This design comes from an exercise in tuning for small area, a short achievable clock period and few clock cycles per item on the open sky130 flow, not from production work. In this exercise RTL edits were held to simulation tests only and were not proved equivalent to the original. Power figures rest on the tool's default switching activity, not on a simulated workload.

==> flow/design.v <==
package ctt_pkg;
	localparam int Capacity  = 64;
	localparam int KeyBits   = 32;
	localparam int ValueBits = 32;
	localparam int IdxBits   = $clog2(Capacity);
	localparam int CntBits   = $clog2(Capacity + 1);
	typedef enum logic [2:0] {
		KIND_START  = 3'd0,
		KIND_VISIT  = 3'd1,
		KIND_END    = 3'd2,
		KIND_REVERT = 3'd3,
		KIND_LOOKUP = 3'd4
	} kind_t;
	typedef enum logic [1:0] {
		ST_OK       = 2'd0,
		ST_NO_TRACE = 2'd1,
		ST_NO_ENTRY = 2'd2,
		ST_FULL     = 2'd3
	} status_t;
	localparam int FSave = 0;
	localparam int FWas  = 1;
	localparam int FAct  = 2;
	localparam int FRor  = 3;
	localparam int FCrev = 4;
	typedef logic [ValueBits:0] value_t;
	localparam int EntryBits = KeyBits + 2 * (ValueBits + 1) + 5;
	typedef struct packed {
		logic [KeyBits-1:0] key;
		value_t             now;
		value_t             alt;
		logic [4:0]         flags;
	} entry_t;
	typedef struct packed {
		logic [2:0]          kind;
		logic                save_mode;
		logic [KeyBits-1:0]  key;
		logic [31:0]         item_value;
	} in_word_t;
	typedef struct packed {
		logic [1:0]  status;
		logic        found;
		logic        active;
		logic [31:0] cur_value;
		logic        cur_forget;
		logic [7:0]  active_count;
	} out_word_t;
endpackage
module ctt_ram (
	input  logic                        clk,
	input  logic                        we,
	input  logic [ctt_pkg::IdxBits-1:0] waddr,
	input  ctt_pkg::entry_t             wdata,
	input  logic [ctt_pkg::IdxBits-1:0] raddr,
	output ctt_pkg::entry_t             rdata
);
	logic [ctt_pkg::EntryBits-1:0] mem [0:ctt_pkg::Capacity-1];
	always_ff @(posedge clk) begin
		if (we) begin
			mem[waddr] <= wdata;
		end
		rdata <= mem[raddr];
	end
endmodule
module checkpointed_trace_table (
	input  logic        clk,
	input  logic        arst_n,
	input  logic        in_valid,
	output logic        in_ready,
	input  logic [2:0]  in_kind,
	input  logic        in_save_mode,
	input  logic [31:0] in_key,
	input  logic [31:0] in_item_value,
	output logic        out_valid,
	input  logic        out_ready,
	output logic [1:0]  out_status,
	output logic        out_found,
	output logic        out_active,
	output logic [31:0] out_cur_value,
	output logic        out_cur_forget,
	output logic [7:0]  out_active_count
);
	localparam int N  = ctt_pkg::Capacity;
	localparam int VB = ctt_pkg::ValueBits;
	localparam int QD = 4;    
	localparam int RB = 45;   
	logic        rdy_q, accept;
	logic        p1_v;
	logic [2:0]  p1_kind;
	logic        p1_save;
	logic [31:0] p1_key, p1_val;
	assign in_ready = rdy_q;
	assign accept   = in_valid && rdy_q;
	assign p1_v     = accept;
	assign p1_kind  = in_kind;
	assign p1_save  = in_save_mode;
	assign p1_key   = in_key;
	assign p1_val   = in_item_value;
	logic [N-1:0] valid_q, sel_q, save_q, was_q, act_q, ror_q, crev_q;
	logic [31:0]  key_q [N];
	logic [VB:0]  v0_q  [N];
	logic [VB:0]  v1_q  [N];
	logic         pend_q, trace_q;
	logic [7:0]   cnt_q;
	logic [6:0]   n_act_q, n_save_q;
	logic [N-1:0] p1_match;
	for (genvar j = 0; j < N; j++) begin : g_cmp
		assign p1_match[j] = key_q[j] == p1_key;
	end
	logic        p2_v;
	logic        p2_save;
	logic [31:0] p2_val;
	logic [N-1:0] p2_match, p2_vmatch;
	logic        p1_is_v;
	assign p1_is_v = p1_v && p1_kind == ctt_pkg::KIND_VISIT;
	always_ff @(posedge clk) begin
		p2_save   <= p1_save;
		p2_val    <= p1_val;
		p2_match  <= p1_match;
		p2_vmatch <= p1_is_v ? p1_match : '0;
	end
	logic is_s, is_v, is_e, is_r, is_l, do_r;
	always_ff @(posedge clk or negedge arst_n) begin
		if (!arst_n) begin
			is_s <= 1'b0;
			is_v <= 1'b0;
			is_e <= 1'b0;
			is_r <= 1'b0;
			is_l <= 1'b0;
		end else begin
			is_s <= p1_v && p1_kind == ctt_pkg::KIND_START;
			is_v <= p1_v && p1_kind == ctt_pkg::KIND_VISIT;
			is_e <= p1_v && p1_kind == ctt_pkg::KIND_END;
			is_r <= p1_v && p1_kind == ctt_pkg::KIND_REVERT;
			is_l <= p1_v && p1_kind == ctt_pkg::KIND_LOOKUP;
		end
	end
	assign do_r = is_r && trace_q;
	logic [N-1:0] hit, vhit, lost, ff, vff, ff_b_q, ff_k_q, ff_keep, ff_e, ff_r, ff_b, key_we;
	logic         created_q;
	assign ff  = created_q ? ff_b_q : ff_k_q;
	assign vff = is_v ? ff : '0;
	logic         any_hit, full, no_entry, hit_act, created, newly_act;
	function automatic logic [N-1:0] first_zero(input logic [N-1:0] v);
		logic [N/4-1:0]  ones4;
		logic [N/16-1:0] ones16;
		logic            below16, below4, below1;
		for (int k = 0; k < N / 4; k++) ones4[k] = &v[4*k +: 4];
		for (int m = 0; m < N / 16; m++) ones16[m] = &ones4[4*m +: 4];
		for (int j = 0; j < N; j++) begin
			below16 = 1'b1;
			for (int m = 0; m < N / 16; m++) if (m < j / 16) below16 = below16 && ones16[m];
			below4 = 1'b1;
			for (int k = 0; k < 4; k++) if (k < (j / 4) % 4) below4 = below4 && ones4[(j / 16) * 4 + k];
			below1 = 1'b1;
			for (int i = 0; i < 4; i++) if (i < j % 4) below1 = below1 && v[(j / 4) * 4 + i];
			first_zero[j] = !v[j] && below16 && below4 && below1;
		end
	endfunction
	always_comb begin
		for (int j = 0; j < N; j++) begin
			hit[j]  = valid_q[j] && p2_match[j];
			vhit[j] = valid_q[j] && p2_vmatch[j];
			lost[j] = valid_q[j] && save_q[j] && (act_q[j] || ror_q[j]) && !crev_q[j];
		end
		any_hit   = |hit;
		full      = &valid_q;
		no_entry  = |lost;
		hit_act   = |(hit & act_q);
		created   = is_v && !any_hit && !full;
		newly_act = created || (is_v && any_hit && !hit_act);
		ff_e = first_zero(valid_q & (act_q | save_q));
		ff_r = first_zero(valid_q & save_q);
		ff_b = first_zero(valid_q | ff);
		if (is_e) ff_keep = ff_e;
		else if (do_r) ff_keep = ff_r;
		else ff_keep = ff;
		key_we = p1_is_v ? (created ? ff_b : ff_keep) : '0;
	end
	always_ff @(posedge clk or negedge arst_n) begin
		if (!arst_n) begin
			ff_b_q    <= '0;
			ff_k_q    <= N'(1);
			created_q <= 1'b0;
		end else begin
			ff_b_q    <= ff_b;
			ff_k_q    <= ff_keep;
			created_q <= created;
		end
	end
	for (genvar j = 0; j < N; j++) begin : g_ent
		logic tgl, alt_sel, swap, we0, we1;
		logic [VB:0] wdata;
		assign alt_sel = sel_q[j] ^ (was_q[j] && pend_q);
		assign tgl   = vhit[j] && was_q[j] && pend_q;
		assign we0   = vhit[j] ? !alt_sel : (vff[j] && !sel_q[j]);
		assign we1   = vhit[j] ? alt_sel : (vff[j] && sel_q[j]);
		assign swap  = do_r && (act_q[j] || ror_q[j]) && crev_q[j];
		assign wdata = {valid_q[j] && !was_q[j], p2_val};
		always_ff @(posedge clk) begin
			if (key_we[j]) key_q[j] <= p1_key;
			if (we0) v0_q[j] <= wdata;
			if (we1) v1_q[j] <= wdata;
			if (tgl || swap) sel_q[j] <= !sel_q[j];
			if (is_s) begin
				if (p2_save) save_q[j] <= act_q[j];
				was_q[j] <= act_q[j];
				act_q[j] <= 1'b0;
			end else if (vff[j]) begin
				save_q[j] <= 1'b0;
				was_q[j]  <= 1'b0;
				act_q[j]  <= 1'b1;
				ror_q[j]  <= 1'b0;
				crev_q[j] <= 1'b0;
			end else if (vhit[j]) begin
				act_q[j] <= 1'b1;
				if (tgl) crev_q[j] <= 1'b1;
			end else if (is_e) begin
				if (!pend_q && was_q[j] && !act_q[j]) ror_q[j] <= 1'b1;
			end else if (do_r) begin
				act_q[j]  <= 1'b1;
				save_q[j] <= 1'b0;
				ror_q[j]  <= 1'b0;
			end
		end
		always_ff @(posedge clk or negedge arst_n) begin
			if (!arst_n) valid_q[j] <= 1'b0;
			else if (vff[j] && !any_hit) valid_q[j] <= 1'b1;
			else if (is_e && !act_q[j] && !save_q[j]) valid_q[j] <= 1'b0;
			else if (do_r && !save_q[j]) valid_q[j] <= 1'b0;
		end
	end
	logic [7:0] cnt_next;
	logic [1:0] res_status;
	always_comb begin
		cnt_next   = cnt_q;
		res_status = ctt_pkg::ST_OK;
		if (is_s) cnt_next = '0;
		if (is_v) begin
			if (cnt_q != 8'hFF) cnt_next = cnt_q + 8'd1;
			if (!any_hit && full) res_status = ctt_pkg::ST_FULL;
		end
		if (is_r) begin
			if (!trace_q) res_status = ctt_pkg::ST_NO_TRACE;
			else begin
				cnt_next = {1'b0, n_save_q};
				if (no_entry) res_status = ctt_pkg::ST_NO_ENTRY;
			end
		end
	end
	always_ff @(posedge clk or negedge arst_n) begin
		if (!arst_n) begin
			pend_q   <= 1'b0;
			trace_q  <= 1'b0;
			cnt_q    <= '0;
			n_act_q  <= '0;
			n_save_q <= '0;
		end else begin
			cnt_q <= cnt_next;
			if (is_s) begin
				pend_q  <= p2_save;
				n_act_q <= '0;
				if (p2_save) n_save_q <= n_act_q;
			end
			if (newly_act) n_act_q <= n_act_q + 7'd1;
			if (is_e && pend_q) trace_q <= 1'b1;
			if (do_r) begin
				trace_q  <= 1'b0;
				n_act_q  <= n_save_q;
				n_save_q <= '0;
			end
		end
	end
	logic          p3_v;
	logic [N-1:0]  p3_hit0, p3_hit1;    
	logic [11:0]   p3_part;    
	logic [VB:0]   p3_now;
	always_ff @(posedge clk) begin
		p3_hit0 <= is_l ? hit & ~sel_q : '0;
		p3_hit1 <= is_l ? hit & sel_q : '0;
		p3_part <= {res_status, is_l && any_hit, is_l && hit_act, cnt_next};
	end
	always_comb begin
		p3_now = '0;
		for (int j = 0; j < N; j++)
			p3_now = p3_now | ({(VB+1){p3_hit0[j]}} & v0_q[j])
				| ({(VB+1){p3_hit1[j]}} & v1_q[j]);
	end
	logic [RB-1:0] res;
	assign res = {p3_part[11:8], p3_now[VB-1:0], p3_now[VB], p3_part[7:0]};
	logic [RB-1:0] head;
	logic [RB-1:0] ring [QD-1];
	logic [1:0]    rp_q, wp_q;    
	logic [2:0]    rn_q, fl_q, fl_next;
	logic          outv_q, head_free, ring_any, to_ring;
	assign head_free = !outv_q || out_ready;
	assign ring_any  = rn_q != 3'd0;
	assign to_ring   = p3_v && !(head_free && !ring_any);
	assign fl_next   = fl_q + 3'(accept) - 3'(outv_q && out_ready);
	always_ff @(posedge clk) begin
		if (head_free) head <= ring_any ? ring[rp_q] : res;
		if (to_ring) ring[wp_q] <= res;
	end
	always_ff @(posedge clk or negedge arst_n) begin
		if (!arst_n) begin
			rp_q   <= '0;
			wp_q   <= '0;
			rn_q   <= '0;
			outv_q <= 1'b0;
		end else begin
			if (head_free) outv_q <= ring_any || p3_v;
			if (to_ring) wp_q <= (wp_q == 2'(QD - 2)) ? 2'd0 : wp_q + 2'd1;
			if (head_free && ring_any) rp_q <= (rp_q == 2'(QD - 2)) ? 2'd0 : rp_q + 2'd1;
			rn_q <= rn_q + 3'(to_ring) - 3'(head_free && ring_any);
		end
	end
	always_ff @(posedge clk or negedge arst_n) begin
		if (!arst_n) begin
			p2_v   <= 1'b0;
			p3_v   <= 1'b0;
			fl_q   <= '0;
			rdy_q  <= 1'b1;
		end else begin
			p2_v   <= p1_v;
			p3_v   <= p2_v;
			fl_q   <= fl_next;
			rdy_q  <= fl_next < 3'(QD);
		end
	end
	assign out_valid = outv_q;
	assign {out_status, out_found, out_active, out_cur_value, out_cur_forget,
		out_active_count} = head;
endmodule
==> flow/flow/run.sh <==
#!/bin/bash
# Layout flow: the standard layout (standard.sh, every step from synthesis
# to finish) with three differences:
# - the port buffers that placement inserts on every input and output are
#   plain sky130_fd_sc_hd__buf_2 cells instead of the delay cell buffer_ports
#   picks by default;
# - the timing repair steps aim for 6 ns of setup slack (SETUP_SLACK_MARGIN),
#   so paths longer than 4 ns get repaired. The SDC and the clock period are
#   the standard flow's, unchanged;
# - global routing keeps most of met1 free (flow/fastroute.tcl), which the
#   detailed router needs for pin access in this flip-flop-dense design.
# The whole make output goes to standard.log in the folder it runs in; ORFS
# keeps each tool's own log under orfs/logs/.
set -euo pipefail
export BUFFER_PORTS_ARGS="-buffer_cell sky130_fd_sc_hd__buf_2"
export SETUP_SLACK_MARGIN=6
export FASTROUTE_TCL="$PWD/flow/fastroute.tcl"
bash standard.sh > standard.log 2>&1
==> flow/flow/fastroute.tcl <==
# Global routing layers, as the platform's fastroute.tcl sets them, except
# that global routing sees only 40% of met1's tracks: met1 also carries the
# power rails and the cells' pin access, and its wires are better moved up to
# met3.
set_global_routing_layer_adjustment met1 0.6
set_global_routing_layer_adjustment met2-$::env(MAX_ROUTING_LAYER) 0.2

set_routing_layers -clock $::env(MIN_CLK_ROUTING_LAYER)-$::env(MAX_ROUTING_LAYER)
set_routing_layers -signal $::env(MIN_ROUTING_LAYER)-$::env(MAX_ROUTING_LAYER)
==> flow/standard.sh <==
#!/bin/bash
# synth_recipe.tcl (not shown) runs the flow's synth.tcl, then flattens the netlist and writes it again
# the make line also repeats each setting of config.mk as NAME=value (left out here)
make -C /OpenROAD-flow-scripts/flow DESIGN_CONFIG=/design/flow/config.mk WORK_HOME=/design/flow/orfs CLKGATE_MAP_FILE= SYNTH_SCRIPT=/design/flow/synth_recipe.tcl "${@:-finish}"
==> flow/config.mk <==
export PLATFORM = sky130hd
export DESIGN_NAME = checkpointed_trace_table
export DESIGN_NICKNAME = checkpointed_trace_table
export VERILOG_FILES = /design/flow/design.v
export SDC_FILE = /design/flow/constraint.sdc
export NUM_CORES = 4
export LEC_CHECK = 0
export CAP_MARGIN = 20
export CORE_MARGIN = 2
export CORE_UTILIZATION = 30
export CTS_CLUSTER_DIAMETER = 80
export CTS_CLUSTER_SIZE = 24
export PLACE_DENSITY = 0.38
export SLEW_MARGIN = 20
export SYNTH_MEMORY_MAX_BITS = 8192
==> flow/constraint.sdc <==
create_clock -name core_clock -period 10.0 [get_ports {clk}]
set_input_delay 2.0000 -clock core_clock [delete_from_list [all_inputs] [get_ports {clk}]]
set_output_delay 2.0000 -clock core_clock [all_outputs]
set_load 0.01 [all_outputs]
==> results_dict.tcl <==
set metrics [dict create \
    core-area_um2 939000 \
    wl_um 1620000 \
    hold_violations 0 \
    ant_nets 0 \
    grt_pass1_wl_um 2020000 \
    dpl.cell_count 29948 \
    first_iter_violations 16869 \
    fillers 89810 \
    grt_max_degree 129 \
    synth_warnings 4 \
    finalMaxSlewViolations 0 \
    htree_levels 5 \
    ys_ff_latch 7373 \
    io_pins 119 \
    cts_root_buffer "clkbuf_16" \
    firstDrtPassIters 9 \
    end_kind "flop" \
    layout.nets 18364 \
    worstPathMaxFanout 12 \
    final_layout_size_suffix_gt1_share_pct 15.8 \
    ys.flop_type "edfxtp_1" \
    syn_area_um2 282000 \
    max-clock-path-buffers 4 \
    die_w_um 974 \
    power.leakage_uw 0.107 \
    post-place-ws_ns 3.96 \
    start_kind "flop" \
    synth_cells 17327 \
    area_growth_pct 17.7 \
    cts.sinks 7373 \
    async_flop_share_pct 3.20 \
    antenna_found_initial 236 \
    drc 0 \
    fmax_mhz 231 \
    outcome "complete, no violations" \
    io_buffers 118 \
    synth_cell_types 79 \
    critPathArrivalTime_ns 5.12 \
    via_per_inst 5.84 \
    num_rows 356 \
    power.density_nw_per_um2 182 \
    clock_skew_ns 0.101 \
    rsz0062_at_grt "yes" \
    synth-edff-count 6772 \
    min_period_over_period_pct 43.3 \
    relSlewSlack_pct 15.7 \
    dp_hpwl_um 981000 \
    tns_ns 0 \
    finalWorstSetupSlack_ns 5.67 \
    grtUsageTotal_pct 40.2 \
    vias 184326 \
    clkTransAtPathRegs_ns 0.09 \
    critPathRequiredTime_ns 10.79 \
    dieArea_um2 949000 \
    wl_per_cell_um 51.1 \
    cts_made_buffers 481 \
    gp_congestion 1.02 \
    ir_worst_vdd_mv 0.197 \
    fin_crit_ns 4.33 \
    grt.overflow.total 0 \
    cts_tree "yes" \
    min_path_type "flop to flop" \
    start_util_pct 30.1 \
    maxCapViolCount 0 \
    fin_cells 31581 \
    clk_latency_ns 1.15 \
    ys_seq_area_share_pct 76.7 \
    setup_violations 0 \
    tightest_slew_ns 1.27 \
    die_h_um 974 \
    grt_pass1_vias 181057 \
    synth.avg_cell_area_um2 16.3 \
    path_class "flop to flop" \
    syn-num-nets 17407 \
]
==> critical path: stages, from the launching register on <==
cell and delay [ns]:
dfrtp_4 0.54, buf_16 0.17, buf_4 0.16, mux2_4 0.22, nor2_2 0.07, nor4_4 0.39, nand4_1 0.15, buf_6 0.17
or4_4 0.60, buf_6 0.15, buf_12 0.12, or3_4 0.44, buf_12 0.18, buf_6 0.12, o21ai_4 0.13, buf_12 0.14
buf_12 0.11, buf_16 0.13
==> cell type report <==
type	count	area [um2]	area share (%)
timing repair buffer	1318	14300	4.31
sequential	7373	217000	65.4
inverter	157	599	0.180
multi-input combinational	8953	66600	20.1
clock buffer	531	12600	3.78
antenna	343	858	0.258
clock inverter	376	4440	1.34
tap	12530	15700	4.72
==> cell usage after synthesis (11+ instances only) <==
cell      number  area, um2
nor3_1       227       1140
dfrtp_1      234       5860
nand3_1      445       2230
edfxtp_1    6772     203000
buf_1        155        582
a31oi_1       25        156
dfxtp_1      365       7310
a22oi_1      722       5420
nor2b_1       54        338
o22ai_1       35        219
o31ai_1       19        143
nand2_1      638       2390
o32ai_1       14        123
mux2_2        79        890
inv_1        155        582
nand4_1      572       3580
a221oi_1     722       6320
o21a_1        11       82.6
nand2b_1      43        269
clkbuf_1     751       2820
o21ai_0      466       2330
nor4_1       641       4010
a22o_1       749       6560
nor3b_1       11       82.6
or3_1         17        106
nor2_1       614       2300
and2_1       100        626
or2_2         11       68.8
xor2_1      2050      18000
a21oi_1      326       1630
mux2i_1      150       1500
o211ai_1      27        203
==> cells by family after synthesis <==
kind of cell / count (synthesis) / share of synthesized area [%]
compound gates: 3158 / 8.34
xor+xnor: 2057 / 6.38
fa+ha+maj: 8 / 0.0408
buf+inv: 1072 / 1.44
flops: 7373 / 76.7
mux: 232 / 0.863
simple gates: 3427 / 6.24
==> cell usage in the layout (no fill, tap or decap), drive strengths merged, types with 43 or more instances in the layout <==
master       n
nand3      446
and2       101
clkbuf     544
buf       1303
nor4       643
bufinv      43
xor2      2050
o21ai      471
inv        302
nand2      639
nor2       635
clkinvlp    53
mux2        82
diode      343
a21oi      327
nand2b      43
edfxtp    6772
a22oi      722
nand4      572
nor2b       54
a221oi     722
dfrtp      234
dfxtp      365
a22o       791
mux2i      150
nor3       228
clkinv     135
==> per-layer routing <==
layer / GRT usage, % / vias to the layer above / wire (um)
met5: 5.79 / - / 4920
met4: 20.7 / 190 / 112000
met3: 32.1 / 3757 / 288000
met2: 48.9 / 14607 / 699000
met1: 59.3 / 94757 / 511000
li1: - / 71015 / -
==> through the flow <==
stage	util [%]	area, um2	hold WS, ns	power [uW]
final	35.4	332000	0.372	60500
after global routing	35.3	332000	0.375	62000
after CTS	35.1	330000	0.373	60800
after detailed placement	32.6	306000	0.340	38200
after global placement	32.6	306000	0.343	38200
after floorplan	-	283000	0.331	36600
==> flip-flops by register name, indices dropped and copies added (netlist names), 135 cells and up <==
register / count
key_q: 2048
v0_q: 2112
ring: 135
v1_q: 2112
==> path summary, 6_finish.rpt <==
check                           from       endpoint  slack (ns)  depth (start not counted)
max in group asynchronous     arst_n    valid_q[17]        7.69                          2
max reg2reg                created_q  key_q[42][18]        5.67                         17
max                        created_q  key_q[42][18]        5.67                         17
min reg2reg                     p2_v           p3_v        0.37                          0
min in group asynchronous     arst_n        fl_q[2]        0.72                          1
min                             p2_v           p3_v        0.37                          0
==> where the power goes <==
group	leakage (uW)	switching, uW	internal (uW)
combinational	0.0312	2180	854
sequential	0.0675	537	34000
clock	0.00816	12300	10600
total	0.107	15000	45500
==> repair_timing <==
action                                   CTS  global route
hold buffers                               0             0
cloned                                   100            19
gates resized for setup                  575           178
buffers inserted                         216            42
endpoints found under the setup margin  4043          2680
pin swaps                                133            48
Testbench counts, summed over its fixed seeds: cycles 4,858, items 4,834.

==> port drivers added, routing unchanged <==
No port has a modelled driver above. Below, the same layout with a new extraction and two added sets of constraints. Step 1 (the two cells are an assumption about what drives the block):
set clk [get_ports {clk}]
set_driving_cell -lib_cell sky130_fd_sc_hd__clkbuf_16 $clk
set_driving_cell -lib_cell sky130_fd_sc_hd__buf_2 [delete_from_list [all_inputs] $clk]
Step 2 moves the port delays by t, midway between the first and last clock arrival at a register: inputs arrive t later, outputs are due t later. That takes back most of the time a late clock gives input paths. Slacks: no drivers / after step 1 / after step 2; pairs: no drivers / after step 1.
t, ns: 1.259
setup WS [ns]: 5.667 / 5.667 / 4.953
hold slack, ns: 0.372 / 0.372 / 0.372
slew at the worst register clock pin (ns): 0.11 / 0.11
worst data-port slew with drivers (ns): 0.19
After both steps this run still meets setup and hold. The setup slack of this run moves by 0.000 ns with the drivers and by -0.714 ns with both steps.
